From an optimization exercise on the open Yosys and OpenROAD flow, aimed at a short achievable clock period and few clock cycles; shortcuts taken in it are not production practice. In this exercise RTL edits were held to simulation tests only and were not proved equivalent to the original.

==> flow/design.v <==
module dcache_ctrl #(
  parameter int INDEX_BITS = 4
) (
  input  logic        clk,
  input  logic        rst,
  input  logic [31:0] address,
  input  logic [31:0] writeData,
  input  logic        memRead,
  input  logic        memWrite,
  output logic [31:0] readData,
  output logic        hit,
  output logic        memReq,
  output logic        memWe,
  output logic [31:0] memAddr,
  output logic [31:0] memWriteData,
  input  logic        memReady,
  input  logic [31:0] memReadData
);
  localparam int LINE_WORDS = 4;
  localparam int LINES      = 1 << INDEX_BITS;
  localparam int SLOTS      = LINES * LINE_WORDS;
  localparam int TAG_W      = 28 - INDEX_BITS;
  logic [SLOTS-1:0]      wvalid;
  logic [TAG_W-1:0]      tag_arr  [LINES];
  logic [31:0]           data_arr [SLOTS];
  logic                  cv;         
  logic                  hit_q;      
  logic                  cand_q;     
  logic [31:0]           rp_q;
  logic [31:0]           rq0_q;
  logic [31:0]           rq1_q;
  logic                  mreq_q;     
  logic                  mwe_q;      
  logic                  we_q;       
  logic [31:2]           maddr_q;    
  logic [31:0]           mwd_q;      
  logic                  mown_q;     
  logic [SLOTS-1:0]      sdec_q;     
  logic                  rf_active;
  logic [27:0]           rf_line;    
  logic [1:0]            rf_word;    
  logic [1:0]            rf_cnt;     
  logic                  tw_q;       
  logic                  unused_byte_offset;
  assign unused_byte_offset = ^address[1:0];
  logic [31:2]           a;
  logic [1:0]            a_word;
  logic [INDEX_BITS-1:0] a_index;
  logic [TAG_W-1:0]      a_tag;
  logic [5:0]            a_slot;
  assign a       = address[31:2];
  assign a_word  = a[3:2];
  assign a_index = a[3+INDEX_BITS:4];
  assign a_tag   = a[31:4+INDEX_BITS];
  assign a_slot  = a[3+INDEX_BITS:2];
  logic req, is_st, is_ld;
  assign req   = memRead || memWrite;
  assign is_st = memWrite;
  assign is_ld = memRead && !memWrite;
  logic [LINES-1:0] tag_m, word_v;
  always_comb begin
    for (int i = 0; i < LINES; i++) begin
      tag_m[i]  = (tag_arr[i] == a_tag);
      word_v[i] = tag_m[i] && wvalid[i*LINE_WORDS + a_word];
    end
  end
  logic rf_on;    
  assign rf_on = rf_active && !mwe_q;
  logic tag_eq, word_valid, line_pend, match;
  assign tag_eq     = tag_m[a_index];
  assign word_valid = word_v[a_index];
  assign line_pend  = rf_active && (rf_line == a[31:4]);
  assign match      = rf_on && ({rf_line, rf_word} == a);
  assign memReq       = mreq_q;
  assign memWe        = we_q;
  assign memAddr      = {maddr_q, 2'b00};
  assign memWriteData = mwd_q;
  logic rf_beat, rf_last, rf_busy;
  assign rf_beat = rf_on && memReady;
  assign rf_last = rf_beat && (rf_cnt == 2'd3);
  assign rf_busy = rf_active && !rf_last;    
  logic done, act;
  assign done = hit_q || (cand_q && memReady);
  assign act  = req && !done;    
  assign hit  = done;
  assign readData = rq0_q | rq1_q | (memReadData & rp_q);
  logic ld_go;    
  assign ld_go = act && is_ld && !line_pend && !rf_busy;
  logic start_rf;
  assign start_rf = ld_go && !word_valid;
  logic ld_next;
  assign ld_next = (start_rf && cv) ||
                   (line_pend && !rf_last && !match &&
                    ((rf_beat ? rf_word + 2'd1 : rf_word) == a_word));
  logic st_hold, ld_cand;
  assign st_hold = act && is_st;              
  assign ld_cand = act && is_ld && ld_next;   
  always_ff @(posedge clk or posedge rst) begin
    if (rst) begin
      cv        <= 1'b0;
      hit_q     <= 1'b0;
      cand_q    <= 1'b0;
      mreq_q    <= 1'b0;
      mwe_q     <= 1'b0;
      we_q      <= 1'b0;
      rf_active <= 1'b0;
      tw_q      <= 1'b0;
      wvalid    <= '0;
    end else begin
      cv     <= act;
      hit_q  <= act && is_ld && (word_valid || (match && memReady));
      cand_q <= st_hold || ld_cand;
      rf_active <= rf_busy || start_rf;
      tw_q      <= start_rf;
      mreq_q    <= st_hold || rf_busy || start_rf;
      mwe_q     <= st_hold;
      we_q      <= st_hold || !(rf_busy || start_rf);
      for (int s = 0; s < SLOTS; s++) begin
        if (rf_beat && {rf_line[INDEX_BITS-1:0], rf_word} == s) wvalid[s] <= 1'b1;
      end
      for (int i = 0; i < LINES; i++) begin
        if (ld_go && !word_v[i] && a_index == i) wvalid[i*LINE_WORDS +: LINE_WORDS] <= '0;
      end
    end
  end
  logic [31:0] lo_n, hi_n;
  logic        pass_n;
  assign lo_n = match ? memReadData : (a_slot[5] ? 32'd0 : data_arr[{1'b0, a_slot[4:0]}]);
  assign hi_n = (match || !a_slot[5]) ? 32'd0 : data_arr[{1'b1, a_slot[4:0]}];
  assign pass_n  = !match && (cv || (line_pend && !wvalid[rf_line[INDEX_BITS-1:0]*LINE_WORDS + a_word]));
  logic [31:0] wdata;
  assign wdata = mwe_q ? writeData : memReadData;    
  always_ff @(posedge clk) begin
    rp_q  <= lo_n | {32{pass_n}};
    rq0_q <= lo_n & {32{!pass_n}};
    rq1_q <= hi_n & {32{!pass_n}};
    if (rf_busy) begin
      rf_line <= rf_line;
      rf_word <= rf_beat ? rf_word + 2'd1 : rf_word;
      rf_cnt  <= rf_beat ? rf_cnt + 2'd1 : rf_cnt;
    end else begin
      rf_line <= a[31:4];
      rf_word <= a_word;
      rf_cnt  <= 2'd0;
    end
    if (rf_busy && !st_hold) maddr_q <= {rf_line, rf_beat ? rf_word + 2'd1 : rf_word};
    else                     maddr_q <= a;
    mwd_q <= writeData;
    if (!mwe_q) begin
      mown_q <= tag_eq;
      for (int s = 0; s < SLOTS; s++) sdec_q[s] <= (a_slot == s);
    end
    for (int s = 0; s < SLOTS; s++) begin
      if ((rf_on && {rf_line[INDEX_BITS-1:0], rf_word} == s) ||
          (mwe_q && mown_q && sdec_q[s])) data_arr[s] <= wdata;
    end
    if (tw_q) tag_arr[rf_line[INDEX_BITS-1:0]] <= rf_line[27:INDEX_BITS];
  end
endmodule
==> flow/config.mk <==
export PLATFORM = sky130hd
export DESIGN_NAME = dcache_ctrl
export DESIGN_NICKNAME = dcache_ctrl
export VERILOG_FILES = /design/flow/design.v
export SDC_FILE = /design/flow/constraint.sdc
export NUM_CORES = 4
export LEC_CHECK = 0
export ABC_CLOCK_PERIOD_IN_PS = 1000
export CAP_MARGIN = 20
export CORE_MARGIN = 2
export CORE_UTILIZATION = 40
export SETUP_SLACK_MARGIN = 3.3
export SLEW_MARGIN = 20
==> flow/constraint.sdc <==
create_clock -name core_clock -period 6.0 [get_ports {clk}]
set_input_delay 1.2000 -clock core_clock [delete_from_list [all_inputs] [get_ports {clk}]]
set_output_delay 1.2000 -clock core_clock [all_outputs]
set_load 0.01 [all_outputs]
run.sh (not shown) runs the stock make flow with config.mk's settings and CLKGATE_MAP_FILE= SYNTH_SCRIPT=/design/flow/synth_recipe.tcl, a recipe that flattens the netlist after the stock synthesis.
The baseline ran to the end with no violations.
Testbench counts at the start, summed over its fixed seeds: cycles 44,488.
==> next run, changes <==
- ABC_CLOCK_PERIOD_IN_PS: 1000 -> 500
- CORE_UTILIZATION: 40 -> 50
- SETUP_SLACK_MARGIN: 3.3 -> 3.4
The changed run produced a clean layout.
Via count hardly moves.
Routed wire length fell by 0.88%.
Critical path depth is higher by 1.

==> port drivers added, routing unchanged <==
No port has a modelled driver above. Below, the same layouts with a new extraction and two added sets of constraints. Step 1 (the two cells are an assumption about what drives the block):
set clk [get_ports {clk}]
set_driving_cell -lib_cell sky130_fd_sc_hd__clkbuf_16 $clk
set_driving_cell -lib_cell sky130_fd_sc_hd__buf_2 [delete_from_list [all_inputs] $clk]
Step 2 also shifts input and output timing later by t, the mid clock arrival at the registers, as if the neighbouring blocks saw the same clock. Three values: no drivers, after step 1, after step 2; two values: the first two.
run	t, ns	slack for setup (ns)	slew at the worst register clock pin (ns)
the first run	1.014	2.866 / 2.722 / 1.709	0.07 / 0.07
the second run	1.024	2.935 / 2.729 / 1.705	0.07 / 0.07
After both steps every run listed still meets setup and hold. The setup slack of the second run, which loses most, moves by -0.206 ns with the drivers and by -1.230 ns with both steps.
